What follows belongs to an exercise in optimizing a design on an open flow for small area, a short achievable clock period and few clock cycles per item; a production flow would make more cautious choices. Function was checked by simulation only, so behaviour that the tests miss may differ from the original.

[design.v]
package tri_setup_pkg;
	localparam int COORD_W   = 12;
	localparam int ROW_W     = 10;
	localparam int FRAC_W    = 10;
	localparam int SLOPE_W   = 24;
	localparam int QUOT_BITS = 22;                       
	localparam int HDR_W     = 2 * COORD_W + 3 * ROW_W;
endpackage
`timescale 1ns/10ps
module tri_setup_top (
	input  logic          clk100,
	input  logic          rst_n,
	input  logic          next_frame,
	input  logic [71:0]   vtx_data,
	input  logic          vtx_empty,
	input  logic          tri_wait,
	output logic          vtx_pop,
	output logic [125:0]  tri_data,
	output logic          tri_push
);
	localparam int CW  = tri_setup_pkg::COORD_W;     
	localparam int NQ  = tri_setup_pkg::QUOT_BITS;   
	localparam int NR4 = NQ / 2;                     
	localparam int DS  = 1;                          
	localparam int LS  = DS + NR4;                   
	assign vtx_pop = !vtx_empty && !tri_wait && !next_frame;    
	logic v [0:LS-1];
	always_ff @(posedge clk100 or negedge rst_n)
	begin
		if (!rst_n)
			for (int s = 0; s < LS; s++)
				v[s] <= 1'b0;
		else if (next_frame)
			for (int s = 0; s < LS; s++)
				v[s] <= 1'b0;
		else
		begin
			v[0] <= vtx_pop;
			for (int s = 1; s < LS; s++)
				v[s] <= v[s-1];
		end
	end
	logic [CW-1:0] vx [0:2];
	logic [CW-1:0] vy [0:2];
	always_comb
		for (int i = 0; i < 3; i++)
		begin
			vx[i] = vtx_data[(5-i)*CW +: CW];
			vy[i] = vtx_data[(2-i)*CW +: CW];
		end
	logic [CW-1:0] p_dy  [0:2];
	logic [CW-1:0] p_adx [0:2];
	logic          p_neg [0:2];
	logic          p_le  [0:2];    
	logic          p_row [0:2];    
	for (genvar p = 0; p < 3; p++)
	begin : g_pair
		localparam int I = (p == 2) ? 1 : 0;
		localparam int J = (p == 0) ? 1 : 2;
		logic [CW-1:0] yd_f, yd_b, xd_f, xd_b;
		logic          yge_f, yge_b, xge_f, xge_b;
		sub_ge #(.W(CW)) u_yf (.a(vy[J]), .b(vy[I]), .ge(yge_f), .diff(yd_f));
		sub_ge #(.W(CW)) u_yb (.a(vy[I]), .b(vy[J]), .ge(yge_b), .diff(yd_b));
		sub_ge #(.W(CW)) u_xf (.a(vx[J]), .b(vx[I]), .ge(xge_f), .diff(xd_f));
		sub_ge #(.W(CW)) u_xb (.a(vx[I]), .b(vx[J]), .ge(xge_b), .diff(xd_b));
		assign p_le[p]  = yge_f;
		assign p_dy[p]  = yge_f ? yd_f : yd_b;
		assign p_adx[p] = xge_f ? xd_f : xd_b;
		assign p_neg[p] = yge_f ? !xge_f : !xge_b;
		assign p_row[p] = vy[I][CW-1:2] == vy[J][CW-1:2];
	end
	logic [5:0]    o;
	logic [CW-1:0] e_dy  [0:2];
	logic [CW-1:0] e_adx [0:2];
	logic          e_neg [0:2];
	logic [CW-1:0] h_xtop, h_xright, h_ytop;
	assign o[0] =  p_le[0] &  p_le[1] &  p_le[2];
	assign o[1] =  p_le[0] &  p_le[1] & !p_le[2];
	assign o[2] = !p_le[0] &  p_le[1] &  p_le[2];
	assign o[3] =  p_le[0] & !p_le[1] & !p_le[2];
	assign o[4] = !p_le[0] & !p_le[1] &  p_le[2];
	assign o[5] = !p_le[0] & !p_le[1] & !p_le[2];
	localparam logic [11:0] LONG_P = {2'd1, 2'd0, 2'd2, 2'd2, 2'd0, 2'd1};
	localparam logic [11:0] TOP_P = {2'd2, 2'd2, 2'd1, 2'd0, 2'd1, 2'd0};
	localparam logic [11:0] BOT_P = {2'd0, 2'd1, 2'd0, 2'd1, 2'd2, 2'd2};
	localparam logic [11:0] TOP_V = {2'd2, 2'd1, 2'd2, 2'd1, 2'd0, 2'd0};
	localparam logic [11:0] MID_V = {2'd1, 2'd2, 2'd0, 2'd0, 2'd2, 2'd1};
	always_comb
	begin
		for (int e = 0; e < 3; e++)
		begin
			e_dy[e]  = '0;
			e_adx[e] = '0;
			e_neg[e] = 1'b0;
		end
		h_xtop   = '0;
		h_ytop   = '0;
		h_xright = '0;
		for (int k = 0; k < 6; k++)
		begin
			e_dy[0]  = e_dy[0]  | ({CW{o[k]}} & p_dy[LONG_P[2*k +: 2]]);
			e_dy[1]  = e_dy[1]  | ({CW{o[k]}} & p_dy[TOP_P[2*k +: 2]]);
			e_dy[2]  = e_dy[2]  | ({CW{o[k]}} & p_dy[BOT_P[2*k +: 2]]);
			e_adx[0] = e_adx[0] | ({CW{o[k]}} & p_adx[LONG_P[2*k +: 2]]);
			e_adx[1] = e_adx[1] | ({CW{o[k]}} & p_adx[TOP_P[2*k +: 2]]);
			e_adx[2] = e_adx[2] | ({CW{o[k]}} & p_adx[BOT_P[2*k +: 2]]);
			e_neg[0] = e_neg[0] | (o[k] & p_neg[LONG_P[2*k +: 2]]);
			e_neg[1] = e_neg[1] | (o[k] & p_neg[TOP_P[2*k +: 2]]);
			e_neg[2] = e_neg[2] | (o[k] & p_neg[BOT_P[2*k +: 2]]);
			h_xtop   = h_xtop   | ({CW{o[k]}} & vx[TOP_V[2*k +: 2]]);
			h_ytop   = h_ytop   | ({CW{o[k]}} & vy[TOP_V[2*k +: 2]]);
			h_xright = h_xright | ({CW{o[k]}} & (p_row[TOP_P[2*k +: 2]] ? vx[MID_V[2*k +: 2]] : vx[TOP_V[2*k +: 2]]));
		end
	end
	logic [CW-1:0] xtop [0:LS-1];
	logic [CW-1:0] xrgt [0:LS-1];
	logic [CW-1:0] ytop [0:LS-1];
	logic [CW-1:0] ndy  [0:LS-1][0:2];    
	logic [CW+1:0] ndy3 [DS:LS-1][0:2];   
	logic          neg  [0:LS-1][0:2];
	logic [CW-1:0] rem  [0:LS-1][0:2];    
	logic [NQ-1:0] nq   [0:LS-1][0:2];    
	logic [NQ-3:0] plow [0:2];           
	logic [3:0]    gblw [0:2];           
	logic          nz   [0:2];           
	logic          q10  [0:2];           
	always_ff @(posedge clk100)
	begin
		xtop[0] <= h_xtop;
		xrgt[0] <= h_xright;
		ytop[0] <= h_ytop;
		for (int e = 0; e < 3; e++)
		begin
			ndy[0][e] <= ~e_dy[e];
			neg[0][e] <= e_neg[e];
			rem[0][e] <= '0;
			nq[0][e]  <= {e_adx[e], {(NQ-CW){1'b0}}};
		end
	end
	for (genvar s = DS; s < LS; s++)
	begin : g_stage
		localparam int K = 2 * (s - DS + 1);              
		for (genvar e = 0; e < 3; e++)
		begin : g_div
			logic [1:0]    q;
			logic          q_nz;
			logic [CW-1:0] r_new;
			logic [NQ-1:0] n_new;
			logic [CW-1:0] d;
			logic [CW+1:0] nd3;
			logic [CW+1:0] nd3_reg;
			assign d = ~ndy[s-1][e];
			if (s == DS)
			begin : g_d3
				assign nd3_reg = ~({2'b00, d} + {1'b0, d, 1'b0});
				assign nd3 = (d[CW-1:1] == '0) ? {{CW{1'b1}}, ~d[0], ~d[0]} : '0;
			end
			else
			begin : g_d3r
				assign nd3     = ndy3[s-1][e];
				assign nd3_reg = nd3;
			end
			r4_step u_step (
				.rem   (rem[s-1][e]),
				.bin   (nq[s-1][e][NQ-1 -: 2]),
				.nd    (ndy[s-1][e]),
				.nd3   (nd3),
				.q     (q),
				.q_nz  (q_nz),
				.r_new (r_new)
			);
			logic [CW-1:0] r_m;
			for (genvar b = 0; b < CW; b++)
			begin : g_rb
				assign r_m[b] = (b < K) ? r_new[b] : 1'b0;
			end
			assign n_new[1:0] = q;
			for (genvar b = 2; b < NQ; b++)
			begin : g_nb
				assign n_new[b] = (b >= K && b < K + NQ - CW) ? 1'b0 : nq[s-1][e][b-2];
			end
			if (s == LS - 1)
			begin : g_pl
				logic [NQ-3:0] loc;
				logic [3:0]    grp;
				for (genvar k = 0; k < 4; k++)
				begin : g_g
					assign grp[k] = |nq[s-1][e][5*k +: 5];
				end
				for (genvar b = 0; b < NQ - 2; b++)
				begin : g_o
					if (b % 5 == 0)
					begin : g_g0
						assign loc[b] = 1'b0;
					end
					else
					begin : g_gn
						assign loc[b] = loc[b-1] | nq[s-1][e][b-1];
					end
				end
				always_ff @(posedge clk100)
				begin
					plow[e] <= loc;
					gblw[e] <= {grp[3], grp[0] | grp[1] | grp[2], grp[0] | grp[1], grp[0]};
					nz[e]   <= ndy[s-1][e] != '1;
					q10[e]  <= q_nz;
				end
			end
			always_ff @(posedge clk100)
			begin
				ndy[s][e] <= ndy[s-1][e];
				ndy3[s][e] <= nd3_reg;
				neg[s][e] <= neg[s-1][e];
				rem[s][e] <= r_m;
				nq[s][e]  <= n_new;
			end
		end
		always_ff @(posedge clk100)
		begin
			xtop[s] <= xtop[s-1];
			xrgt[s] <= xrgt[s-1];
			ytop[s] <= ytop[s-1];
		end
	end
	logic [23:0]   slope [0:2];
	logic [CW-1:0] y_mid, y_bot;
	logic [CW-3:0] row_mid, row_end;
	for (genvar e = 0; e < 3; e++)
	begin : g_fin
		logic [NQ-1:0] qv;
		logic [NQ-1:0] low;      
		logic [3:0]    gb;       
		logic          s_neg;
		assign qv = nq[LS-1][e];
		assign gb[0] = q10[e];
		for (genvar j = 1; j < 4; j++)
		begin : g_gb
			assign gb[j] = gblw[e][j-1] | q10[e];
		end
		assign low[0] = 1'b0;
		assign low[1] = qv[0];
		for (genvar b = 2; b < NQ; b++)
		begin : g_low
			assign low[b] = plow[e][b-2] | gb[(b-2)/5];
		end
		assign s_neg = neg[LS-1][e] && (gb[3] || gblw[e][3]);
		assign slope[e] = nz[e] ? {s_neg, s_neg, qv ^ ({NQ{neg[LS-1][e]}} & low)} : 24'd0;
	end
	assign y_mid = ytop[LS-2] + ~ndy[LS-2][1];
	assign y_bot = ytop[LS-2] + ~ndy[LS-2][0];
	always_ff @(posedge clk100)
	begin
		row_mid <= y_mid[CW-1:2];
		row_end <= y_bot[CW-1:2];
	end
	assign tri_data = {xtop[LS-1], xrgt[LS-1], ytop[LS-1][CW-1:2], row_mid, row_end,
		slope[0], slope[1], slope[2]};
	assign tri_push = v[LS-1];
endmodule
module sub_ge #(
	parameter int W = 14
) (
	input  logic [W-1:0] a,
	input  logic [W-1:0] b,
	output logic         ge,
	output logic [W-1:0] diff
);
	localparam int LV = (W <= 2) ? 1 : (W <= 4) ? 2 : (W <= 8) ? 3 : (W <= 16) ? 4 : 5;
	logic [W-1:0] gt [0:LV];     
	logic [W-1:0] eq [0:LV];     
	assign gt[0] = a & ~b;
	assign eq[0] = ~(a ^ b);
	for (genvar l = 0; l < LV; l++)
	begin : g_lvl
		for (genvar i = 0; i < W; i++)
		begin : g_bit
			if (((i >> l) & 1) == 1)
			begin : g_cmb
				localparam int J = ((i >> l) << l) - 1;
				assign gt[l+1][i] = gt[l][i] | (eq[l][i] & gt[l][J]);
				assign eq[l+1][i] = eq[l][i] & eq[l][J];
			end
			else
			begin : g_thr
				assign gt[l+1][i] = gt[l][i];
				assign eq[l+1][i] = eq[l][i];
			end
		end
	end
	assign ge = gt[LV][W-1] | eq[LV][W-1];
	assign diff[0] = ~eq[0][0];
	for (genvar i = 1; i < W; i++)
	begin : g_d
		assign diff[i] = eq[0][i] ^ gt[LV][i-1] ^ eq[LV][i-1];
	end
endmodule
module sub_ge_n #(
	parameter int W = 14
) (
	input  logic [W-1:0] a,
	input  logic [W-1:0] nb,
	output logic         ge,
	output logic [W-1:0] diff
);
	localparam int LV = (W <= 2) ? 1 : (W <= 4) ? 2 : (W <= 8) ? 3 : (W <= 16) ? 4 : 5;
	logic [W-1:0] gt [0:LV];     
	logic [W-1:0] eq [0:LV];     
	assign gt[0] = a & nb;
	assign eq[0] = a ^ nb;
	for (genvar l = 0; l < LV; l++)
	begin : g_lvl
		for (genvar i = 0; i < W; i++)
		begin : g_bit
			if (((i >> l) & 1) == 1)
			begin : g_cmb
				localparam int J = ((i >> l) << l) - 1;
				assign gt[l+1][i] = gt[l][i] | (eq[l][i] & gt[l][J]);
				assign eq[l+1][i] = eq[l][i] & eq[l][J];
			end
			else
			begin : g_thr
				assign gt[l+1][i] = gt[l][i];
				assign eq[l+1][i] = eq[l][i];
			end
		end
	end
	assign ge = gt[LV][W-1] | eq[LV][W-1];
	assign diff[0] = ~eq[0][0];
	for (genvar i = 1; i < W; i++)
	begin : g_d
		assign diff[i] = eq[0][i] ^ gt[LV][i-1] ^ eq[LV][i-1];
	end
endmodule
module r4_step (
	input  logic [11:0] rem,
	input  logic [1:0]  bin,
	input  logic [11:0] nd,
	input  logic [13:0] nd3,
	output logic [1:0]  q,
	output logic        q_nz,      
	output logic [11:0] r_new
);
	logic [13:0] t;
	logic        c1, c2, c3;
	logic [13:0] f1, f2, f3;
	assign t = {rem, bin};
	sub_ge_n #(.W(14)) u1 (.a(t), .nb({2'b11, nd}),      .ge(c1), .diff(f1));
	sub_ge_n #(.W(14)) u2 (.a(t), .nb({1'b1, nd, 1'b1}), .ge(c2), .diff(f2));
	sub_ge_n #(.W(14)) u3 (.a(t), .nb(nd3),              .ge(c3), .diff(f3));
	assign q    = {c2, c3 | (c1 & !c2)};
	assign q_nz = c1;
	always_comb
	begin
		if (c3)
			r_new = f3[11:0];
		else if (c2)
			r_new = f2[11:0];
		else if (c1)
			r_new = f1[11:0];
		else
			r_new = t[11:0];
	end
endmodule
[run.sh]
#!/bin/bash
# synth_recipe.tcl (not shown) runs the flow's synth.tcl, then flattens the netlist and writes it again
# the make line also repeats each setting of config.mk as NAME=value (left out here)
make -C /OpenROAD-flow-scripts/flow DESIGN_CONFIG=/design/flow/config.mk WORK_HOME=/design/flow/orfs CLKGATE_MAP_FILE= SYNTH_SCRIPT=/design/flow/synth_recipe.tcl finish
[config.mk]
export PLATFORM = sky130hd
export DESIGN_NAME = tri_setup_top
export DESIGN_NICKNAME = tri_setup_top
export VERILOG_FILES = /design/flow/design.v
export SDC_FILE = /design/flow/constraint.sdc
export NUM_CORES = 4
export LEC_CHECK = 0
export ABC_AREA = 1
export CAP_MARGIN = 20
export CORE_MARGIN = 2
export CORE_UTILIZATION = 55
export SETUP_SLACK_MARGIN = 1.6
export SLEW_MARGIN = 20
[constraint.sdc]
create_clock -name core_clock -period 4.5 [get_ports {clk100}]
set_input_delay 0.9000 -clock core_clock [delete_from_list [all_inputs] [get_ports {clk100}]]
set_output_delay 0.9000 -clock core_clock [all_outputs]
set_load 0.01 [all_outputs]
==> metrics list, run 1 <==
* Clock transition at path regs: 0.07 ns
* Sequential-to-total area share from yosys stat: 0.4005
- Summing all placed instances gives a cell area of around 110,000 µm².
* Run status: no timing/DRC/antenna violations
- Biggest cell delay along the critical path: 0.35 ns
* Count of buffer and inverter cells on the critical path: 6
- Maximum fanout encountered on the critical timing path: 4
- Insertion delay to the later sink of the worst-skew pair: 0.87 ns
* Post-Synthesis Cells: approximately 13,000
* Count of state elements after synthesis: 2,130
* Worst reg2reg path startpoint: ndy[1][11]$_DFF_P_
* Share of Yosys cell area claimed by the top area cell type: 0.3977
* Final weighted congestion in routability-driven placement: 0.9696
- Fin nets: 14,650
- Hold Crit Start: neg[13]$_DFF_P_
- Largest net degree at the start of global routing: between 40 and 50
* Number of CTS-inserted buffers: 209
- Post-route cell area: ~120,000 µm²
- Worst hold slack: approximately 0.3 ns
- Max Clock Skew: 0.04122 ns
* Number of non-filler instances in the completed layout: 15,870
* Dominant cell type by area after synthesis: sky130_fd_sc_hd__dfxtp_1
* Area enclosed by the die boundary: between 150,000 and 200,000 µm²
- The worst hold path was traced through 0 stages.
- Worst reg2reg endpoint: rem[4][1]$_DFF_P_
- Fraction of synthesis flops using an asynchronous set or reset pin: 0.005634
- Setup repair after global routing could not meet its margin everywhere.
- Timing would allow up to 0.3046 GHz.
* CP Launch Type: flop
- Across the run, the number of max-cap violations was 0.
- Relative to the synthesized area, the layout overhead comes to 14.46%.
- Post-synth top cells: 3,066 x sky130_fd_sc_hd__nand2_1, 2,118 x sky130_fd_sc_hd__dfxtp_1, 1,390 x sky130_fd_sc_hd__inv_1, 1,145 x sky130_fd_sc_hd__ha_1, 804 x sky130_fd_sc_hd__nand3_1
- Yosys mapped the design onto 67 distinct sky130hd cell types.
- Count of input and output buffers: approximately 200
- Post-placement worst setup slack: roughly 0.32 ns
- Clock H-tree levels: 4
- Kind of end point of the critical path: primary output
* Clock sink count: around 2,100
- FF-to-FF path depth: 9
- In the final layout, the share of cells above drive strength 1 is 0.09190.
- Max Transition Viols Final: 0
- The largest individual stage delay along the critical path comes from the cell sky130_fd_sc_hd__dfxtp_4.
- Cell at the root of the clock tree: sky130_fd_sc_hd__clkbuf_16
* Initial core utilization: 0.5537
- After detailed routing, the number of vias per cell comes to roughly 5.3.
- Filler cell count: approximately 16,000
- Antenna violations before repair: 13
- The routed layout has about 84,000 vias.
* Worst Hold Path EP: neg[16]$_DFF_P_
* Crit share post-route: 0.7296
- Kind of cell with the highest combined delay on the critical path: buffers and inverters
- Clock tree from TritonCTS: built
* R2R setup slack: 1.71 ns
- Number of primary I/O pins: just over 200
- Setup violations, final: 0
- Placed instance count: around 15,000
- For this block, the initial DRC count from the detailed router was 5,441.
- Data required time of the critical path: approximately 3.6 ns
* Post-layout min period: roughly 3.3 ns
- Fraction of the core area covered by cells at the end of the flow: 0.6337
- Worst-Margin Slew: about 0.78 ns
- The average instance in the mapped netlist occupies 8.400 µm².
* Top_reg_cell synth: sky130_fd_sc_hd__dfxtp_1
- In this run the core area contains 161 standard-cell rows.
- Cts-stage hold buffer count: 0
- Yosys warnings: 56
- The wire-length estimate of the detail-placed layout is between 200,000 and 250,000 µm.
- The die is ~440 µm tall.
* Synth Net Count: approximately 14,000
* Remaining global-route overflow: 0
- The total count of hold-check failures in the final report is 0.
- The first global-routing pass estimated about 450,000 µm of wire.
- Data arrival, critical path: 2.38 ns
* # DRC: 0
* Max transition margin: 0.4818
- Max clock buf depth: 3
- Total Negative Setup Slacks: 0 ns
- Post-synthesis instance area: between 100,000 and 150,000 µm²
- Number of enable flip-flop cells after synthesis: 0
- The via count of the first global-routing pass was 82,480.
* Critical path cell sequence: buf_8 -> clkinvlp_4 -> buf_6 -> nor2_4 -> inv_2 -> buf_4 -> nand2_2 -> o21ai_1 -> a21oi_1 -> buf_2
* Post-DR wirelength/cell: approximately 18 µm
* Most used standard cell by instance count after synthesis: sky130_fd_sc_hd__nand2_1
- Area of the core region: 192,600 µm²
- In the post-synthesis netlist, the biggest area contributors are sky130_fd_sc_hd__dfxtp_1 40%, sky130_fd_sc_hd__ha_1 13%, sky130_fd_sc_hd__nand2_1 11%.
* Routed Antenna Nets: 0
* Total global-route track usage: 0.2864
- Least setup slack across all paths after layout: around 1.2 ns
* Critical path class: flop to primary output
- Routed WL: 288,000 µm
- The path class of the tightest hold or removal check is flop to flop.
- Number of detailed-route iterations in the first pass: 7
- The floorplan step set the die width to about 440 µm.
state kept, by name, indices dropped and copies added (netlist names):
signal and cells:
row_end 10, gblw 12, row_mid 10, ndy 366, xtop 144, q10 3, ndy3 420, xrgt 144
nz 3, neg 36, ytop 142, v 12, rem 270, plow 36, nq 522
cell type report:
class	count	area (µm²)	area share
Tap cell	2526	3161	0.02590
Sequential cell	2130	42840	0.3510
Clock inverter	128	1693	0.01387
Inverter	1421	5455	0.04470
Timing Repair Buffer	421	3769	0.03088
Multi-Input combinational cell	8976	59340	0.4862
Timing Repair inverter	3	20.02	0.0001640
Antenna cell	3	7.507	0.00006151
Clock buffer	262	5761	0.04720
worst max-delay path by stage:
stage | startpoint | cells past startpoint | to
finish | neg[35]$_DFF_P_ | 10 | tri_data[9]
global route | neg[35]$_DFF_P_ | 10 | tri_data[9]
CTS | q10[1]$_DFF_P_ | 7 | tri_data[42]
detailed placement | vtx_data[37] | 15 | nq[1][20]$_DFF_P_
global placement | vtx_data[37] | 15 | nq[2][20]$_DFF_P_
floorplan | vtx_data[9] | 12 | ndy[0][10]$_DFF_P_
per-layer routing:
layer  share of wire  track usage
met1            0.45       0.3766
met2            0.46       0.4778
met5        0.000038            0
met3           0.052      0.04086
met4           0.038       0.1065
cells by family (layout without fill, tap and decap cells):
| group | count (synthesis) | count (layout) | synth area share |
|---|---|---|---|
| other | 0 | 3 | 0 |
| buffers and inverters | 1588 | 2235 | 0.05808 |
| flip-flops | 2130 | 2130 | 0.4005 |
| XOR/XNOR | 851 | 851 | 0.06990 |
| AO/OA/AOI/OAI | 1544 | 1544 | 0.08217 |
| AND/OR/NAND/NOR | 5171 | 5172 | 0.2054 |
| adder cells (fa/ha/maj) | 1409 | 1409 | 0.1839 |
what timing repair did:
item / in CTS / in global routing
endpoints found under the hold margin: 0 / 0
setup endpoints to repair: 325 / 380
gates cloned: 4 / 5
buffers inserted: 55 / 93
resized for setup: 561 / 431
pin swaps: 45 / 105
cell usage in the layout (no fill, tap or decap), types with 23 or more instances in the layout:
| master | synthesis | final |
|---|---|---|
| sky130_fd_sc_hd__dfxtp_1 | 2118 | 2067 |
| sky130_fd_sc_hd__a21oi_1 | 664 | 637 |
| sky130_fd_sc_hd__clkbuf_16 | 0 | 212 |
| sky130_fd_sc_hd__nand3b_1 | 92 | 92 |
| sky130_fd_sc_hd__ha_1 | 1145 | 1109 |
| sky130_fd_sc_hd__nand2_2 | 16 | 55 |
| sky130_fd_sc_hd__nor3_1 | 99 | 98 |
| sky130_fd_sc_hd__nor2_1 | 786 | 760 |
| sky130_fd_sc_hd__o21ai_1 | 14 | 54 |
| sky130_fd_sc_hd__nand2_4 | 5 | 28 |
| sky130_fd_sc_hd__buf_2 | 76 | 58 |
| sky130_fd_sc_hd__buf_4 | 18 | 162 |
| sky130_fd_sc_hd__inv_2 | 22 | 40 |
| sky130_fd_sc_hd__fa_1 | 264 | 255 |
| sky130_fd_sc_hd__or2_2 | 82 | 82 |
| sky130_fd_sc_hd__o221ai_1 | 35 | 35 |
| sky130_fd_sc_hd__dfxtp_4 | 0 | 30 |
| sky130_fd_sc_hd__xnor2_1 | 385 | 378 |
| sky130_fd_sc_hd__inv_1 | 1390 | 1346 |
| sky130_fd_sc_hd__xor2_1 | 466 | 464 |
| sky130_fd_sc_hd__o211ai_1 | 93 | 93 |
| sky130_fd_sc_hd__nand3_1 | 804 | 779 |
| sky130_fd_sc_hd__a31oi_1 | 45 | 45 |
| sky130_fd_sc_hd__a21o_1 | 51 | 51 |
| sky130_fd_sc_hd__nand3_2 | 12 | 31 |
| sky130_fd_sc_hd__clkinvlp_4 | 0 | 43 |
| sky130_fd_sc_hd__clkdlybuf4s50_1 | 0 | 107 |
| sky130_fd_sc_hd__a21oi_2 | 2 | 23 |
| sky130_fd_sc_hd__buf_6 | 9 | 43 |
| sky130_fd_sc_hd__nand4_1 | 125 | 125 |
| sky130_fd_sc_hd__o21bai_1 | 50 | 50 |
| sky130_fd_sc_hd__o21ai_0 | 487 | 378 |
| sky130_fd_sc_hd__o21ai_2 | 4 | 64 |
| sky130_fd_sc_hd__clkinv_2 | 0 | 34 |
| sky130_fd_sc_hd__nor2_4 | 5 | 28 |
| sky130_fd_sc_hd__nor4_1 | 25 | 23 |
| sky130_fd_sc_hd__nand2_1 | 3066 | 3001 |
| sky130_fd_sc_hd__clkbuf_8 | 0 | 31 |
Testbench counts, summed over its fixed seeds: cycles 1,696, items 1,600.
==> inputs of run 2 (changes only) <==
--- a/config.mk
+++ b/config.mk
@@ -10,3 +10,3 @@
 export CORE_MARGIN = 2
-export CORE_UTILIZATION = 55
+export CORE_UTILIZATION = 45
 export SETUP_SLACK_MARGIN = 1.6
==> metrics list, run 2 <==
* Crit share post-route: 0.7173 (-0.01238)
* Number of detailed-route iterations in the first pass: 6 (-1)
* # DRC: 0 (unchanged)
- TritonCTS built the clock tree.
- The total die area is 240,900 µm² (+22%).
* Register with the highest flop count: nq
- Setup violations, final: 0 (unchanged)
- Fmax achieved: 0.3098 GHz (+1.7%)
- The worst reg-to-reg path cell count is 14 (+5).
* Antenna violations before repair: 14 (+1)
- STA classifies the critical path startpoint as a flop.
- The min-delay analysis places its worst path in the category flop to flop.
- The detail-routed via count per cell was 5.015 (-5.3%).
- Kind of cell with the highest combined delay on the critical path: simple AND/OR/NAND/NOR gates
* Number of primary I/O pins: 205 (unchanged)
* Kind of end point of the critical path: primary output
- The number of nets still failing antenna checks after routing was 0 (unchanged).
- The largest registers in the layout are nq: 522 flops, ndy3: 420 flops, ndy: 366 flops.
* Horizontal die dimension: 490.8 µm (+10%)
* Number of CTS-inserted buffers: 219 (+4.8%)
- Cell variety after synth: 67 (unchanged)
- The ratio of cells with drive above 1 in the final layout was 0.08929 (-0.002609).
* Clock H-tree levels: 4 (unchanged)
- Maximum fanout encountered on the critical timing path: 6 (+2)
* Biggest cell delay along the critical path: 0.39 ns (+0.04 ns)
- The sequential area share after synthesis came to 0.4005 (unchanged).
- The final setup skew is 0.08531 ns (+0.04409 ns).
- The total placed cells including tap cells came to 15,960 (+4.2%).
- Run status: no timing/DRC/antenna violations
- The clock insertion delay at the later pin of the skew report came to 0.90 ns (+0.03 ns).
- Placed Area: 112,400 µm² (+0.85%)
- Count of buffer and inverter cells on the critical path: 2 (-4)
* Worst reg2reg endpoint: rem[22][2]$_DFF_P_
- The critical path data required time came to 3.60 ns (about the same).
* Total global-route track usage: 0.2284 (-0.05804)
* Cell at the root of the clock tree: sky130_fd_sc_hd__clkbuf_16
- Post-route cell area: 123,200 µm² (+0.98%)
* Synth-to-Final Area Change: 15.59%
- The minimum clock period after layout came to 3.228 ns (-0.05571 ns).
- For hold timing, the worst endpoint is nq[26][8]$_DFF_P_.
- Estimated wirelength of the detail-placed design: 226,000 µm (-0.90%)
* Total Negative Setup Slacks: 0 ns (unchanged)
- Remaining global-route overflow: 0 (unchanged)
- The number of flip-flops and latches in the synthesized netlist was 2,130 (unchanged).
- The via count of the first global-routing pass is 82,820 (+0.42%).
* Yosys warnings: 56 (unchanged)
* Top_reg_cell synth: sky130_fd_sc_hd__dfxtp_1
- Critical path class: flop to primary output
* Initial core utilization: 0.4529 (-0.1007)
- The number of DRC markers in iteration 0 is 4,663 (-14%).
- Most used standard cell by instance count after synthesis: sky130_fd_sc_hd__nand2_1
- Dominant cells by area after synthesis: sky130_fd_sc_hd__dfxtp_1 40%, sky130_fd_sc_hd__ha_1 13%, sky130_fd_sc_hd__nand2_1 11%
- Critical path cell sequence: nor2_4 -> buf_6 -> nor2_1 -> xnor2_1 -> nor2_2 -> buf_2
* Max Transition Viols Final: 0 (unchanged)
- The flip-flop count of the largest register after layout is 522 (unchanged).
- Number of hold-slack violations in the final timing report: 0 (unchanged)
* Floorplan die height: 490.8 µm (+10%)
- The number of I/O port buffers came to 204 (unchanged).
- Fraction of synthesis flops using an asynchronous set or reset pin: 0.005634 (unchanged)
* Post-synth top cells: 3,066 x sky130_fd_sc_hd__nand2_1, 2,118 x sky130_fd_sc_hd__dfxtp_1, 1,390 x sky130_fd_sc_hd__inv_1, 1,145 x sky130_fd_sc_hd__ha_1, 804 x sky130_fd_sc_hd__nand3_1
* Synthesized area divided by synthesized cell count: 8.400 µm² (unchanged)
* Worst hold slack: 0.2858 ns (-0.01446 ns)
- R2R setup slack: 1.77 ns (+0.06 ns)
* Unrepaired setup endpoints after global routing: yes
* Routed WL: 282,300 µm (-2.0%)
- The final non-filler cell total came to 16,520 (+4.1%).
- Fin nets: 14,650 (+0.027%)
* Post-synthesis instance area: 106,600 µm² (unchanged)
* Largest net degree at the start of global routing: 50 (+2.0%)
* Synth Net Count: 14,180 (unchanged)
- Data arrival, critical path: 2.33 ns (-0.05 ns)
- The library cell used most frequently in the layout, excluding fill and tap cells, is sky130_fd_sc_hd__nand2_1.
- Count of max-cap constraint violations: 0 (unchanged)
- The clock transition at the register clock pins on the worst setup and hold paths after CTS is 0.06 ns (about the same).
- Worst-Margin Slew: 0.7749 ns (-0.001345 ns)
- The largest individual stage delay along the critical path comes from the cell sky130_fd_sc_hd__dfxtp_4.
* Share of Yosys cell area claimed by the top area cell type: 0.3977 (unchanged)
- The count of flip-flops with a built-in enable after synthesis was 0 (unchanged).
* Vias: 82,830 (-1.4%)
- Of all cell types, the one taking the most synthesized area is sky130_fd_sc_hd__dfxtp_1.
- The number of buffers on the longest clock path is 3 (unchanged).
- Area of the core region: 235,400 µm² (+22%)
* Worst reg2reg path startpoint: rem[19][0]$_DFF_P_
* Hold Crit Start: nq[23][6]$_DFF_P_
- The final weighted congestion in routability-driven placement came to 0.9255 (-4.5%).
* Post-DR wirelength/cell: 17.09 µm (-5.8%)
- The worst hold path cell count was 0 (unchanged).
- The worst-case headroom to the max-slew limit is 0.4810 (-0.0008060).
* Clock sink count: 2,130 (unchanged)
* Count of standard-cell rows: 178 (+11%)
* Most used cells in the layout excluding fill and tap cells: 2,998 x sky130_fd_sc_hd__nand2_1, 2,076 x sky130_fd_sc_hd__dfxtp_1, 1,354 x sky130_fd_sc_hd__inv_1
- The first-pass GRT wire length came to 442,900 µm (-1.7%).
- The gate count of the mapped netlist is 12,690 (unchanged).
## run 2: cell counts after synthesis
No cell type changed its count.
## run 2: worst max path at each step
| stage | startpoint | to | slack [ns] | cells past startpoint |
|---|---|---|---|---|
| 3_5_place_dp | vtx_data[48] | nq[2][21]$_DFF_P_ | 0.31 | 16 |
| 2_1_floorplan | vtx_data[9] | ndy[0][10]$_DFF_P_ | 1.75 | 12 |
| 6_report | q10[2]$_DFF_P_ | tri_data[17] | 1.27 | 6 |
| 3_3_place_gp | vtx_data[48] | nq[0][20]$_DFF_P_ | 0.33 | 18 |
| 4_1_cts | q10[2]$_DFF_P_ | tri_data[21] | 1.16 | 6 |
| 5_1_grt | neg[35]$_DFF_P_ | tri_data[8] | 1.15 | 7 |
## run 2: kinds of logic (layout without fill, tap and decap cells)
group | Yosys count | count (layout) | share of synthesized area
compound gates | 1544 | 1544 | 0.08217
xor+xnor | 851 | 851 | 0.06990
fa+ha+maj | 1409 | 1409 | 0.1839
buf+inv | 1588 | 2242 | 0.05808
flops | 2130 | 2130 | 0.4005
other cells | 0 | 16 | 0
simple gates | 5171 | 5174 | 0.2054
## run 2: layout make-up
type / count / area [µm²]
Fill cell: 21720 / 112200
Multi-Input combinational cell: 8978 / 59150
Sequential cell: 2130 / 42820
Clock buffer: 281 / 6023
Inverter: 1421 / 5458
Tap cell: 3150 / 3941
Timing Repair Buffer: 413 / 3800
Clock inverter: 124 / 1979
Antenna cell: 16 / 40.04
Timing Repair inverter: 3 / 22.52
## run 2: timing repair
action,CTS,global route
resized for setup,546,381
hold buffers,0,0
gates cloned,3,9
setup endpoints to repair,285,357
pin swaps,47,101
buffers inserted,43,77
## run 2: per-layer routing
layer / track usage / vias to the layer above / wire length [µm]
li1: - / 42060 / -
met1: 0.2886 / 38450 / 125200
met2: 0.3913 / 1790 / 133000
met3: 0.03213 / 528 / 12630
met4: 0.09056 / 4 / 11390
met5: 0 / - / 26
## run 2: stage by stage
stage	worst slack [ns]	utilization
final	1.272	0.5235
after global routing	1.147	0.5234
after CTS	1.164	0.5151
after detailed placement	0.3112	0.4776
after global placement	0.3339	0.4776
after floorplan	1.752	-
==> inputs of run 3 (changes only) <==
--- a/design.v
+++ b/design.v
@@ -24,3 +24,3 @@
 	localparam int DS  = 1;                          
-	localparam int LS  = DS + NR4;                   
+	localparam int LS  = DS + NR4 - 1;               
 	assign vtx_pop = !vtx_empty && !tri_wait && !next_frame;    
@@ -141,3 +141,3 @@
 	begin : g_stage
-		localparam int K = 2 * (s - DS + 1);              
+		localparam int K = 2 * (s - DS + 2);              
 		for (genvar e = 0; e < 3; e++)
@@ -153,20 +153,54 @@
 			if (s == DS)
-			begin : g_d3
+			begin : g_two
+				logic [1:0]    qa;
+				logic          qa_nz;
+				logic [CW-1:0] ra, ra_m;
+				logic [CW+1:0] nd3a, nd3b;
 				assign nd3_reg = ~({2'b00, d} + {1'b0, d, 1'b0});
-				assign nd3 = (d[CW-1:1] == '0) ? {{CW{1'b1}}, ~d[0], ~d[0]} : '0;
+				assign nd3a = (d[CW-1:1] == '0) ? {{CW{1'b1}}, ~d[0], ~d[0]} : '0;
+				assign nd3b = (d[CW-1:3] == '0) ? ~{9'd0, {2'b00, d[2:0]} + {1'b0, d[2:0], 1'b0}} : '0;
+				r4_step u_sa (
+					.rem   (rem[s-1][e]),
+					.bin   (nq[s-1][e][NQ-1 -: 2]),
+					.nd    (ndy[s-1][e]),
+					.nd3   (nd3a),
+					.q     (qa),
+					.q_nz  (qa_nz),
+					.r_new (ra)
+				);
+				assign ra_m = {{(CW-2){1'b0}}, ra[1:0]};
+				r4_step u_sb (
+					.rem   (ra_m),
+					.bin   (nq[s-1][e][NQ-3 -: 2]),
+					.nd    (ndy[s-1][e]),
+					.nd3   (nd3b),
+					.q     (q),
+					.q_nz  (q_nz),
+					.r_new (r_new)
+				);
+				assign n_new[3:0] = {qa, q};
+				for (genvar b = 4; b < NQ; b++)
+				begin : g_nb
+					assign n_new[b] = (b >= K && b < K + NQ - CW) ? 1'b0 : nq[s-1][e][b-4];
+				end
 			end
 			else
-			begin : g_d3r
+			begin : g_one
 				assign nd3     = ndy3[s-1][e];
 				assign nd3_reg = nd3;
+				r4_step u_step (
+					.rem   (rem[s-1][e]),
+					.bin   (nq[s-1][e][NQ-1 -: 2]),
+					.nd    (ndy[s-1][e]),
+					.nd3   (nd3),
+					.q     (q),
+					.q_nz  (q_nz),
+					.r_new (r_new)
+				);
+				assign n_new[1:0] = q;
+				for (genvar b = 2; b < NQ; b++)
+				begin : g_nb
+					assign n_new[b] = (b >= K && b < K + NQ - CW) ? 1'b0 : nq[s-1][e][b-2];
+				end
 			end
-			r4_step u_step (
-				.rem   (rem[s-1][e]),
-				.bin   (nq[s-1][e][NQ-1 -: 2]),
-				.nd    (ndy[s-1][e]),
-				.nd3   (nd3),
-				.q     (q),
-				.q_nz  (q_nz),
-				.r_new (r_new)
-			);
 			logic [CW-1:0] r_m;
@@ -176,7 +210,2 @@
 			end
-			assign n_new[1:0] = q;
-			for (genvar b = 2; b < NQ; b++)
-			begin : g_nb
-				assign n_new[b] = (b >= K && b < K + NQ - CW) ? 1'b0 : nq[s-1][e][b-2];
-			end
 			if (s == LS - 1)
@@ -202,6 +231,6 @@
 				begin
-					plow[e] <= loc;
-					gblw[e] <= {grp[3], grp[0] | grp[1] | grp[2], grp[0] | grp[1], grp[0]};
+					plow[e] <= {(NQ-2){neg[s-1][e]}} & loc;
+					gblw[e] <= {4{neg[s-1][e]}} & {grp[3], grp[0] | grp[1] | grp[2], grp[0] | grp[1], grp[0]};
 					nz[e]   <= ndy[s-1][e] != '1;
-					q10[e]  <= q_nz;
+					q10[e]  <= neg[s-1][e] & q_nz;
 				end
@@ -230,3 +259,3 @@
 		logic [NQ-1:0] qv;
-		logic [NQ-1:0] low;      
+		logic [NQ-1:0] flip;
 		logic [3:0]    gb;       
@@ -239,10 +268,10 @@
 		end
-		assign low[0] = 1'b0;
-		assign low[1] = qv[0];
+		assign flip[0] = 1'b0;
+		assign flip[1] = neg[LS-1][e] & qv[0];
 		for (genvar b = 2; b < NQ; b++)
 		begin : g_low
-			assign low[b] = plow[e][b-2] | gb[(b-2)/5];
+			assign flip[b] = plow[e][b-2] | gb[(b-2)/5];
 		end
-		assign s_neg = neg[LS-1][e] && (gb[3] || gblw[e][3]);
-		assign slope[e] = nz[e] ? {s_neg, s_neg, qv ^ ({NQ{neg[LS-1][e]}} & low)} : 24'd0;
+		assign s_neg = gb[3] | gblw[e][3];
+		assign slope[e] = nz[e] ? {s_neg, s_neg, qv ^ flip} : 24'd0;
 	end
--- a/config.mk
+++ b/config.mk
@@ -10,3 +10,3 @@
 export CORE_MARGIN = 2
-export CORE_UTILIZATION = 45
+export CORE_UTILIZATION = 55
 export SETUP_SLACK_MARGIN = 1.6
==> metrics list, run 3 <==
- FF-to-FF path depth: 22 (+8)
* Yosys warnings: 56 (unchanged)
- Count of state elements after synthesis: 1,985 (-6.8%)
* Share of final-layout standard cells stronger than drive strength 1: 0.1035 (+0.01419)
- Vias in the first global route: 82,570 (-0.30%)
* Floorplan die height: 438.9 µm (-11%)
- In this run the most critical hold path is launched from nq[3][2]$_DFF_P_.
- Post-placement worst setup slack: 0.2773 ns (-0.03389 ns)
* Vias: 83,700 (+1.0%)
- Largest net degree at the start of global routing: 49 (-2.0%)
* Max Transition Viols Final: 0 (unchanged)
- In this run the critical register-to-register path is launched from nq[0][20]$_DFF_P_.
* Insertion delay to the later sink of the worst-skew pair: 0.87 ns (-0.03 ns)
* Dominant cells by area after synthesis: sky130_fd_sc_hd__dfxtp_1 38%, sky130_fd_sc_hd__ha_1 14%, sky130_fd_sc_hd__nand2_1 11%
* # DRC: 0 (unchanged)
- The flip-flop count of the largest register after layout came to 486 (-6.9%).
* Routed Antenna Nets: 0 (unchanged)
- The number of I/O port buffers came to 204 (unchanged).
- Among all cell types in the netlist, the one instantiated most often is sky130_fd_sc_hd__nand2_1.
- From synthesis to final layout, the design area changed by 15.74%.
- Count of max-cap constraint violations: 0 (unchanged)
- Clock H-tree levels: 4 (unchanged)
* Commonest non-fill, non-tap cell in the layout: sky130_fd_sc_hd__nand2_1
* R2R setup slack: 1.22 ns (-0.55 ns)
- The share of synthesized flip-flops with an asynchronous set or reset is 0.005542 (-0.00009224).
- The gate count of the mapped netlist is 12,620 (-0.59%).
* Clock tree from TritonCTS: built
* Area enclosed by the die boundary: 192,600 µm² (-20%)
- The sequential area share after synthesis is 0.3826 (-0.01792).
- The multiplexer share of the synthesized area is 0 (unchanged).
- The number of antenna violations at the first check in global routing was 5 (-9).
* Routed WL: 274,600 µm (-2.7%)
- The adder-cell share of the synthesized area was 0.1883 (+0.004394).
* Fmax achieved: 0.3046 GHz (-1.7%)
- Total Negative Setup Slacks: 0 ns (unchanged)
- The setup slack of the critical path after layout is 1.217 ns (-0.05566 ns).
- Share of the synthesized area in compound gates (AO/OA/AOI/OAI): 0.08557 (+0.003407)
- Max clock buf depth: 3 (unchanged)
- Area of the core region: 187,800 µm² (-20%)
- The worst setup path is launched from a flop.
- The worst-case headroom to the max-slew limit is 0.4560 (-0.02497).
* Combinational family with the most area after synthesis: simple AND/OR/NAND/NOR gates
- Xor/xnor cell area share of the yosys netlist: 0.06977 (-0.0001362)
- Number of detailed-route iterations in the first pass: 19 (+13)
- The area of the mapped netlist came to 104,000 µm² (-2.4%).
- Via-per-instance ratio: 5.292 (+5.5%)
- Cts-stage hold buffer count: 0 (unchanged)
* First-pass GRT wire length: 435,000 µm (-1.8%)
- The path class of the tightest hold or removal check is flop to flop.
- The post-route fraction of the period consumed by the critical path was 0.7296 (+0.01237).
* Number of enable flip-flop cells after synthesis: 0 (unchanged)
* Share of Yosys cell area claimed by the top area cell type: 0.3799 (-0.01775)
- The number of CTS-inserted buffers came to 198 (-9.6%).
- The critical path data required time is 5.19 ns (+1.59 ns).
- The largest registers in the layout are nq: 486 flops, ndy3: 378 flops, ndy: 333 flops.
- Counting instances in the post-synthesis netlist gives the leading cell types as 3,007 x sky130_fd_sc_hd__nand2_1, 1,974 x sky130_fd_sc_hd__dfxtp_1, 1,402 x sky130_fd_sc_hd__inv_1, 1,148 x sky130_fd_sc_hd__ha_1, 862 x sky130_fd_sc_hd__nand3_1.
- The horizontal die dimension was 438.9 µm (-11%).
- The total global routing overflow came to 0 (unchanged).
- The count of standard-cell rows came to 159 (-11%).
- Setup violations, final: 0 (unchanged)
* Hold path cells: 0 (unchanged)
- Register with the highest flop count: nq
- The slew at the pin with the worst max-slew slack was 0.8151 ns (+0.04017 ns).
* Placed instance count: 15,210 (-4.7%)
- Unrepaired setup endpoints after global routing: yes
- The largest driver fanout on the critical path is 4 (-2).
* Max Clock Skew: 0.06111 ns (-0.02420 ns)
- The mean instance size in the synthesized netlist was 8.243 µm² (-1.9%).
- The endpoint identified for the worst register-to-register timing path is rem[3][0]$_DFF_P_.
- The global-route usage over all layers came to 0.2801 (+0.05172).
- The tree is rooted in a sky130_fd_sc_hd__clkbuf_16.
- Clock transition at path regs: 0.07 ns (about the same)
- Post-layout min period: 3.283 ns (+0.05566 ns)
- The post-DP HPWL was 215,400 µm (-4.7%).
* Top_reg_cell synth: sky130_fd_sc_hd__dfxtp_1
- The number of placed I/O pins came to 205 (unchanged).
- Post-DR wirelength/cell: 17.36 µm (+1.6%)
- The clock sink count came to 1,985 (-6.8%).
- The total number of nets in the final design came to 14,630 (-0.14%).
* Dominant cell type by area after synthesis: sky130_fd_sc_hd__dfxtp_1
* Kind of end point of the critical path: flop
* Critical path class: flop to flop
* Most used cells in the layout excluding fill and tap cells: 2,925 x sky130_fd_sc_hd__nand2_1, 1,891 x sky130_fd_sc_hd__dfxtp_1, 1,341 x sky130_fd_sc_hd__inv_1
- Initial core utilization: 0.5539 (+0.1009)
- Run status: no timing/DRC/antenna violations
- Cell variety after synth: 67 (unchanged)
* Final weighted congestion in routability-driven placement: 0.9817 (+6.1%)
- Data arrival, critical path: 3.97 ns (+1.64 ns)
- The basic-gate share of the synthesized area counting and, or, nand and nor cells was 0.2138 (+0.008362).
- The total count of hold-check failures in the final report is 0 (unchanged).
* Worst hold slack: 0.3001 ns (+0.01430 ns)
- For hold timing, the worst endpoint is nq[6][4]$_DFF_P_.
* Number of design-rule violations left by the first detailed-router iteration: 4,857 (+4.2%)
- Synth Net Count: 14,100 (-0.53%)
* Number of non-filler instances in the completed layout: 15,820 (-4.2%)
## run 3: cell type report
class	count	area, µm²
Antenna cell	4	10.01
Clock inverter	107	1526
Timing Repair inverter	8	57.56
Sequential cell	1985	40050
Fill cell	15950	67410
Inverter	1436	5553
Clock buffer	264	5614
Multi-Input combinational cell	9022	60060
Tap cell	2495	3122
Timing Repair Buffer	495	4394
## run 3: worst max path at each step
stage,from,to,slack (ns),cells past startpoint
floorplan,ndy[0][10]$_DFF_P_,rem[3][0]$_DFF_P_,1.53,24
global placement,vtx_data[48],neg[1]$_DFF_P_,0.35,16
detailed placement,vtx_data[49],neg[1]$_DFF_P_,0.28,16
CTS,nq[0][20]$_DFF_P_,rem[3][0]$_DFF_P_,1.35,22
global route,nq[0][20]$_DFF_P_,rem[3][0]$_DFF_P_,1.07,22
finish,nq[0][20]$_DFF_P_,rem[3][0]$_DFF_P_,1.22,22
## run 3: logic make-up after synthesis
kind of cell,after synthesis
AOI/OAI and AO/OA,1567
xor gates and xnor gates,827
adders and majority gates,1409
buffers and inverters,1613
DFF,1985
and+or+nand+nor,5217
## run 3: repair_timing
item / in CTS / in global routing
setup endpoints to repair: 331 / 382
pin swaps: 94 / 102
setup buffers: 149 / 69
resized for setup: 612 / 409
gates cloned: 7 / 4
## run 3: worst max-delay path: stages, from the launching register on
cell and delay [ns]:
sky130_fd_sc_hd__dfxtp_4 0.39, sky130_fd_sc_hd__ha_4 0.13, sky130_fd_sc_hd__inv_2 0.03, sky130_fd_sc_hd__fa_2 0.30, sky130_fd_sc_hd__a21boi_2 0.16, sky130_fd_sc_hd__nor3_2 0.24, sky130_fd_sc_hd__o21ai_2 0.11, sky130_fd_sc_hd__nand2_1 0.07
sky130_fd_sc_hd__o21ai_1 0.06, sky130_fd_sc_hd__inv_1 0.11, sky130_fd_sc_hd__nand2_4 0.07, sky130_fd_sc_hd__o21ai_4 0.09, sky130_fd_sc_hd__clkinv_4 0.12, sky130_fd_sc_hd__ha_4 0.30, sky130_fd_sc_hd__nand2_2 0.05, sky130_fd_sc_hd__nand2_2 0.07
sky130_fd_sc_hd__o21ai_2 0.06, sky130_fd_sc_hd__a21oi_2 0.21, sky130_fd_sc_hd__inv_2 0.08, sky130_fd_sc_hd__nand2_2 0.08, sky130_fd_sc_hd__inv_2 0.06, sky130_fd_sc_hd__o211ai_1 0.17, sky130_fd_sc_hd__o21ai_1 0.15
## run 3: per-layer routing
metal | track usage | part of all wire | vias to the layer above
met5 | 0 | 0 | -
met3 | 0.03249 | 0.041 | 525
met1 | 0.3571 | 0.44 | 39160
met4 | 0.1008 | 0.035 | 0
li1 | - | - | 42060
met2 | 0.4872 | 0.48 | 1954
## run 3: through the flow
step,cell area (µm²),utilization
3_3_place_gp,109200,0.5817
5_1_grt,120400,0.6410
3_5_place_dp,109200,0.5817
2_1_floorplan,104300,-
4_1_cts,118600,0.6314
6_report,120400,0.6410
Testbench counts of run 3, summed over its fixed seeds: cycles 1,688, items 1,600.
==> inputs of run 4 (changes only) <==
--- a/design.v
+++ b/design.v
@@ -26,3 +26,3 @@
 	assign vtx_pop = !vtx_empty && !tri_wait && !next_frame;    
-	logic v [0:LS-1];
+	logic v [0:LS];
 	always_ff @(posedge clk100 or negedge rst_n)
@@ -30,6 +30,6 @@
 		if (!rst_n)
-			for (int s = 0; s < LS; s++)
+			for (int s = 0; s <= LS; s++)
 				v[s] <= 1'b0;
 		else if (next_frame)
-			for (int s = 0; s < LS; s++)
+			for (int s = 0; s <= LS; s++)
 				v[s] <= 1'b0;
@@ -38,3 +38,3 @@
 			v[0] <= vtx_pop;
-			for (int s = 1; s < LS; s++)
+			for (int s = 1; s <= LS; s++)
 				v[s] <= v[s-1];
@@ -123,5 +123,2 @@
 	logic [NQ-3:0] plow [0:2];           
-	logic [3:0]    gblw [0:2];           
-	logic          nz   [0:2];           
-	logic          q10  [0:2];           
 	always_ff @(posedge clk100)
@@ -212,8 +209,3 @@
 			begin : g_pl
-				logic [NQ-3:0] loc;
-				logic [3:0]    grp;
-				for (genvar k = 0; k < 4; k++)
-				begin : g_g
-					assign grp[k] = |nq[s-1][e][5*k +: 5];
-				end
+				logic [NQ-3:0] pl;
 				for (genvar b = 0; b < NQ - 2; b++)
@@ -222,3 +214,3 @@
 					begin : g_g0
-						assign loc[b] = 1'b0;
+						assign pl[b] = 1'b0;
 					end
@@ -226,3 +218,3 @@
 					begin : g_gn
-						assign loc[b] = loc[b-1] | nq[s-1][e][b-1];
+						assign pl[b] = pl[b-1] | nq[s-1][e][b-1];
 					end
@@ -230,8 +222,3 @@
 				always_ff @(posedge clk100)
-				begin
-					plow[e] <= {(NQ-2){neg[s-1][e]}} & loc;
-					gblw[e] <= {4{neg[s-1][e]}} & {grp[3], grp[0] | grp[1] | grp[2], grp[0] | grp[1], grp[0]};
-					nz[e]   <= ndy[s-1][e] != '1;
-					q10[e]  <= neg[s-1][e] & q_nz;
-				end
+					plow[e] <= pl;
 			end
@@ -255,3 +242,3 @@
 	logic [CW-1:0] y_mid, y_bot;
-	logic [CW-3:0] row_mid, row_end;
+	logic [125:0]  res;
 	for (genvar e = 0; e < 3; e++)
@@ -259,30 +246,35 @@
 		logic [NQ-1:0] qv;
-		logic [NQ-1:0] flip;
-		logic [3:0]    gb;       
+		logic [NQ-1:0] low;      
 		logic          s_neg;
 		assign qv = nq[LS-1][e];
-		assign gb[0] = q10[e];
-		for (genvar j = 1; j < 4; j++)
-		begin : g_gb
-			assign gb[j] = gblw[e][j-1] | q10[e];
-		end
-		assign flip[0] = 1'b0;
-		assign flip[1] = neg[LS-1][e] & qv[0];
+		logic       q10;
+		logic [3:0] g;           
+		logic [4:0] gb;          
+		assign q10 = qv[1] | qv[0];
+		for (genvar j = 0; j < 4; j++)
+		begin : g_grp
+			assign g[j] = |qv[2+5*j +: 5];
+		end
+		assign gb[0] = q10;
+		assign gb[1] = q10 | g[0];
+		assign gb[2] = q10 | g[0] | g[1];
+		assign gb[3] = q10 | g[0] | g[1] | g[2];
+		assign gb[4] = q10 | g[0] | g[1] | g[2] | g[3];
+		assign low[0] = 1'b0;
+		assign low[1] = qv[0];
 		for (genvar b = 2; b < NQ; b++)
 		begin : g_low
-			assign flip[b] = plow[e][b-2] | gb[(b-2)/5];
+			assign low[b] = plow[e][b-2] | gb[(b-2)/5];
 		end
-		assign s_neg = gb[3] | gblw[e][3];
-		assign slope[e] = nz[e] ? {s_neg, s_neg, qv ^ flip} : 24'd0;
+		assign s_neg = neg[LS-1][e] && gb[4];
+		assign slope[e] = (ndy[LS-1][e] == '1) ? 24'd0
+			: {s_neg, s_neg, qv ^ ({NQ{neg[LS-1][e]}} & low)};
 	end
-	assign y_mid = ytop[LS-2] + ~ndy[LS-2][1];
-	assign y_bot = ytop[LS-2] + ~ndy[LS-2][0];
+	assign y_mid = ytop[LS-1] + ~ndy[LS-1][1];
+	assign y_bot = ytop[LS-1] + ~ndy[LS-1][0];
 	always_ff @(posedge clk100)
-	begin
-		row_mid <= y_mid[CW-1:2];
-		row_end <= y_bot[CW-1:2];
-	end
-	assign tri_data = {xtop[LS-1], xrgt[LS-1], ytop[LS-1][CW-1:2], row_mid, row_end,
-		slope[0], slope[1], slope[2]};
-	assign tri_push = v[LS-1];
+		res <= {xtop[LS-1], xrgt[LS-1], ytop[LS-1][CW-1:2], y_mid[CW-1:2], y_bot[CW-1:2],
+			slope[0], slope[1], slope[2]};
+	assign tri_data = res;
+	assign tri_push = v[LS];
 endmodule
==> metrics list, run 4 <==
- Post-layout min period: 3.278 ns (-0.005540 ns)
- Number of enable flip-flop cells after synthesis: 0 (unchanged)
- In the post-synthesis netlist, the cell with the most instances is sky130_fd_sc_hd__nand2_1.
- The via count of the first global-routing pass is 84,340 (+2.1%).
- Setup violations, final: 0 (unchanged)
- Routed Antenna Nets: 0 (unchanged)
- Signal routing reaches up to met4.
* Worst hold slack: 0.2723 ns (-0.02776 ns)
* Fmax achieved: 0.3051 GHz (+0.17%)
* Number of primary I/O pins: 205 (unchanged)
- The count of unresolved DRC violations after routing came to 0 (unchanged).
* Post-Synthesis Cells: 13,100 (+3.8%)
- Least setup slack across all paths after layout: 1.222 ns (+0.005540 ns)
- The total of max-cap violations came to 0 (unchanged).
- Post-DR wirelength/cell: 17.62 µm (+1.5%)
* Post-route cell area: 124,000 µm² (+3.0%)
- The final weighted congestion in routability-driven placement was 0.9549 (-2.7%).
* Detailed route wirelength on metal3: 14,320 µm (+28%)
- Placed instance count: 15,750 (+3.5%)
* Antenna violations before repair: 8 (+3)
- Vias: 85,900 (+2.6%)
- Max Clock Skew: 0.08301 ns (+0.02190 ns)
- Insertion delay to the later sink of the worst-skew pair: 0.89 ns (+0.02 ns)
- Total global-route track usage: 0.2831 (+0.003012)
- Dominant cells by area after synthesis: sky130_fd_sc_hd__dfxtp_1 39%, sky130_fd_sc_hd__ha_1 13%, sky130_fd_sc_hd__nand2_1 12%
- The tree is rooted in a sky130_fd_sc_hd__clkbuf_16.
* Yosys warnings: 50 (-11%)
- The worst setup path is of the flop to flop kind.
- The ratio of cells with drive above 1 in the final layout came to 0.09066 (-0.01282).
* Synth Net Count: 14,580 (+3.4%)
* Largest net degree at the start of global routing: 49 (unchanged)
- Cell variety after synth: 64 (-4.5%)
* Flip-flop count of the largest register, all copies and words added: 486 (unchanged)
- The critical path data arrival time was 4.07 ns (+0.10 ns).
- The area fraction of the dominant cell type after synthesis was 0.3890 (+0.009030).
* Crit share post-route: 0.7284 (-0.001231)
- The total die area came to 198,700 µm² (+3.1%).
- Compared with the post-synthesis result, the final layout area differs by 15.50%.
- Floorplan die height: 445.7 µm (+1.6%)
- The post-DP HPWL was 226,500 µm (+5.1%).
- Detailed-routed wire length on met2: 135,500 µm (+2.5%)
- Via-per-instance ratio: 5.259 (-0.62%)
- The critical path data required time came to 5.29 ns (+0.10 ns).
* Largest registers: nq: 486 flops, ndy3: 378 flops, ndy: 369 flops
* Wire length the detailed router placed on met1: 127,000 µm (+4.3%)
* Count of input and output buffers: 204 (unchanged)
- The worst-case headroom to the max-slew limit came to 0.3181 (-0.1379).
* Fraction of synthesis flops using an asynchronous set or reset pin: 0.005722 (+0.0001809)
- Post-synthesis instance area: 107,300 µm² (+3.2%)
- Fraction of the core area covered by cells at the end of the flow: 0.6377 (-0.003367)
- TritonCTS built the clock tree.
- The number of flip-flops and latches in the synthesized netlist is 2,097 (+5.6%).
- Worst-Margin Slew: 1.023 ns (+0.2078 ns)
- The number of DRC markers in iteration 0 is 5,523 (+14%).
* Top_reg_cell synth: sky130_fd_sc_hd__dfxtp_1
* Clock sink count: 2,097 (+5.6%)
- The final non-filler cell total was 16,330 (+3.3%).
* Initial core utilization: 0.5521 (-0.001792)
- In the layout the commonest cells are 3,328 x sky130_fd_sc_hd__nand2_1, 2,003 x sky130_fd_sc_hd__dfxtp_1, 1,489 x sky130_fd_sc_hd__inv_1.
* Max clock buf depth: 3 (unchanged)
* Kind of end point of the critical path: flop
* Placed Area: 112,400 µm² (+2.9%)
- More flip-flops sit in one register than any other, and that register is nq.
- Fin nets: 15,090 (+3.1%)
- The mean instance size in the synthesized netlist is 8.194 µm² (-0.59%).
- The total wire length after detailed routing is 287,700 µm (+4.8%).
- In this run the worst hold path is classified as flop to flop.
* Unrepaired setup endpoints after global routing: yes
* R2R setup slack: 1.22 ns (about the same)
- The flow ran to the end and the layout has no timing, DRC or antenna violations.
* Horizontal die dimension: 445.7 µm (+1.6%)
* Max Transition Viols Final: 0 (unchanged)
- The worst setup path is launched from a flop.
* Number of detailed-route iterations in the first pass: 8 (-11)
- The number of CTS-inserted buffers is 211 (+6.6%).
- Count of standard-cell rows: 162 (+1.9%)
* Area of the core region: 194,400 µm² (+3.5%)
* Maximum fanout encountered on the critical timing path: 5 (+1)
- The total global routing overflow came to 0 (unchanged).
- Post-synth top cells: 3,390 x sky130_fd_sc_hd__nand2_1, 2,085 x sky130_fd_sc_hd__dfxtp_1, 1,536 x sky130_fd_sc_hd__inv_1, 1,148 x sky130_fd_sc_hd__ha_1, 878 x sky130_fd_sc_hd__nand3_1
- Post-placement worst setup slack: 0.4032 ns (+0.1258 ns)
- The summed negative setup slack over all endpoints is 0 ns (unchanged).
* Number of hold-slack violations in the final timing report: 0 (unchanged)
- Commonest non-fill, non-tap cell in the layout: sky130_fd_sc_hd__nand2_1
* Clock H-tree levels: 4 (unchanged)
* First-pass GRT wire length: 451,400 µm (+3.8%)
- The clock transition at the register clock pins on the worst setup and hold paths after CTS is 0.07 ns (about the same).
- sky130_fd_sc_hd__dfxtp_1 takes more of the synthesized area than any other cell.
- The sequential area share after synthesis was 0.3917 (+0.009182).
==> run 4: final timing paths <==
check | to | cells past startpoint | startpoint
worst max-delay path | rem[3][3]$_DFF_P_ | 24 | ndy[0][5]$_DFF_P_
worst min-delay path | nq[19][6]$_DFF_P_ | 0 | nq[16][4]$_DFF_P_
worst max register to register | rem[3][3]$_DFF_P_ | 24 | ndy[0][5]$_DFF_P_
worst min register to register | nq[19][6]$_DFF_P_ | 0 | nq[16][4]$_DFF_P_
max in group asynchronous | v[9]$_DFF_PN0_ | 1 | rst_n
min in group asynchronous | v[4]$_DFF_PN0_ | 1 | rst_n
==> run 4: cell families (layout without fill, tap and decap cells) <==
kind of cell    Yosys count  count (layout)  share of synthesized area
fa+ha+maj              1409            1409                     0.1825
other cells               0               3                          0
simple gates           5528            5529                     0.2177
buf+inv                1731            2422                    0.06238
xor+xnor                813             813                    0.06635
flops                  2097            2097                     0.3917
compound gates         1518            1518                    0.07928
==> run 4: area by class of cell <==
class	instances	area (µm²)
fill	16410	70430
sequential	2097	42260
multi-input combinational	9269	60510
antenna	3	7.507
tap	2542	3181
clock buffer	281	5913
inverter	1567	5951
timing repair buffer	453	4248
timing repair inverter	1	7.507
clock inverter	120	1878
==> run 4: worst max-delay path, cell delays in order (launching register included) <==
cell and delay, ns:
sky130_fd_sc_hd__dfxtp_4 0.39, sky130_fd_sc_hd__ha_4 0.15, sky130_fd_sc_hd__nand2_4 0.05, sky130_fd_sc_hd__nor2_4 0.17, sky130_fd_sc_hd__nand2_4 0.08, sky130_fd_sc_hd__nor2_4 0.15, sky130_fd_sc_hd__nand2_2 0.08, sky130_fd_sc_hd__buf_4 0.14
sky130_fd_sc_hd__nand2_1 0.08, sky130_fd_sc_hd__o21ai_0 0.15, sky130_fd_sc_hd__nand2_2 0.13, sky130_fd_sc_hd__nand2_4 0.08, sky130_fd_sc_hd__inv_4 0.07, sky130_fd_sc_hd__nand2_4 0.06, sky130_fd_sc_hd__nand2_4 0.09, sky130_fd_sc_hd__inv_6 0.06
sky130_fd_sc_hd__ha_4 0.25, sky130_fd_sc_hd__nand2_4 0.07, sky130_fd_sc_hd__nand2_1 0.07, sky130_fd_sc_hd__o21ai_2 0.17, sky130_fd_sc_hd__a21oi_4 0.11, sky130_fd_sc_hd__buf_4 0.14, sky130_fd_sc_hd__nor2_2 0.14, sky130_fd_sc_hd__nand3_1 0.15
sky130_fd_sc_hd__a21oi_2 0.16
==> run 4: per-layer routing <==
metal | up-vias | track usage
li1 | 43210 | -
met1 | 39910 | 0.3670
met2 | 2265 | 0.4826
met3 | 506 | 0.03600
met4 | 0 | 0.1022
met5 | - | 0
==> run 4: repair_timing <==
action | CTS | global route
setup endpoints to repair | 232 | 298
resized for setup | 277 | 372
cloned | 0 | 2
buffers inserted | 115 | 66
pin swaps | 87 | 89
endpoints found under the hold margin | 0 | 0
hold buffers | 0 | 0
Testbench counts of run 4, summed over its fixed seeds: cycles 1,696, items 1,600.

separate check: timing with driven ports:
Ports are ideal in the flow. The routed layouts listed here were re-timed in OpenROAD.
Step 1: set_driving_cell puts a clkbuf_16 on clk100 and a buf_2 on each other input, an assumption about the parent block.
Step 2 times the ports against the registers' clock, not the clock port: input delays grow and output delays shrink by t, the midpoint of the rising clock arrivals with the driver on.
a / b / c = ideal ports / drivers / drivers and shift; a / b = the first two.
run	t (ns)	setup slack, ns	hold slack, ns
run 1	0.942	1.217 / 1.125 / 0.778	0.300 / 0.300 / 0.300
run 2	0.957	1.272 / 1.179 / 0.776	0.286 / 0.284 / 0.286
run 3	0.929	1.217 / 1.217 / 0.785	0.300 / 0.300 / 0.300
run 4	0.939	1.222 / 1.222 / 0.764	0.272 / 0.272 / 0.272
After both steps setup and hold are still met in every run listed. The setup slack of run 2, which loses most, moves by -0.093 ns with the drivers and by -0.496 ns with both steps.
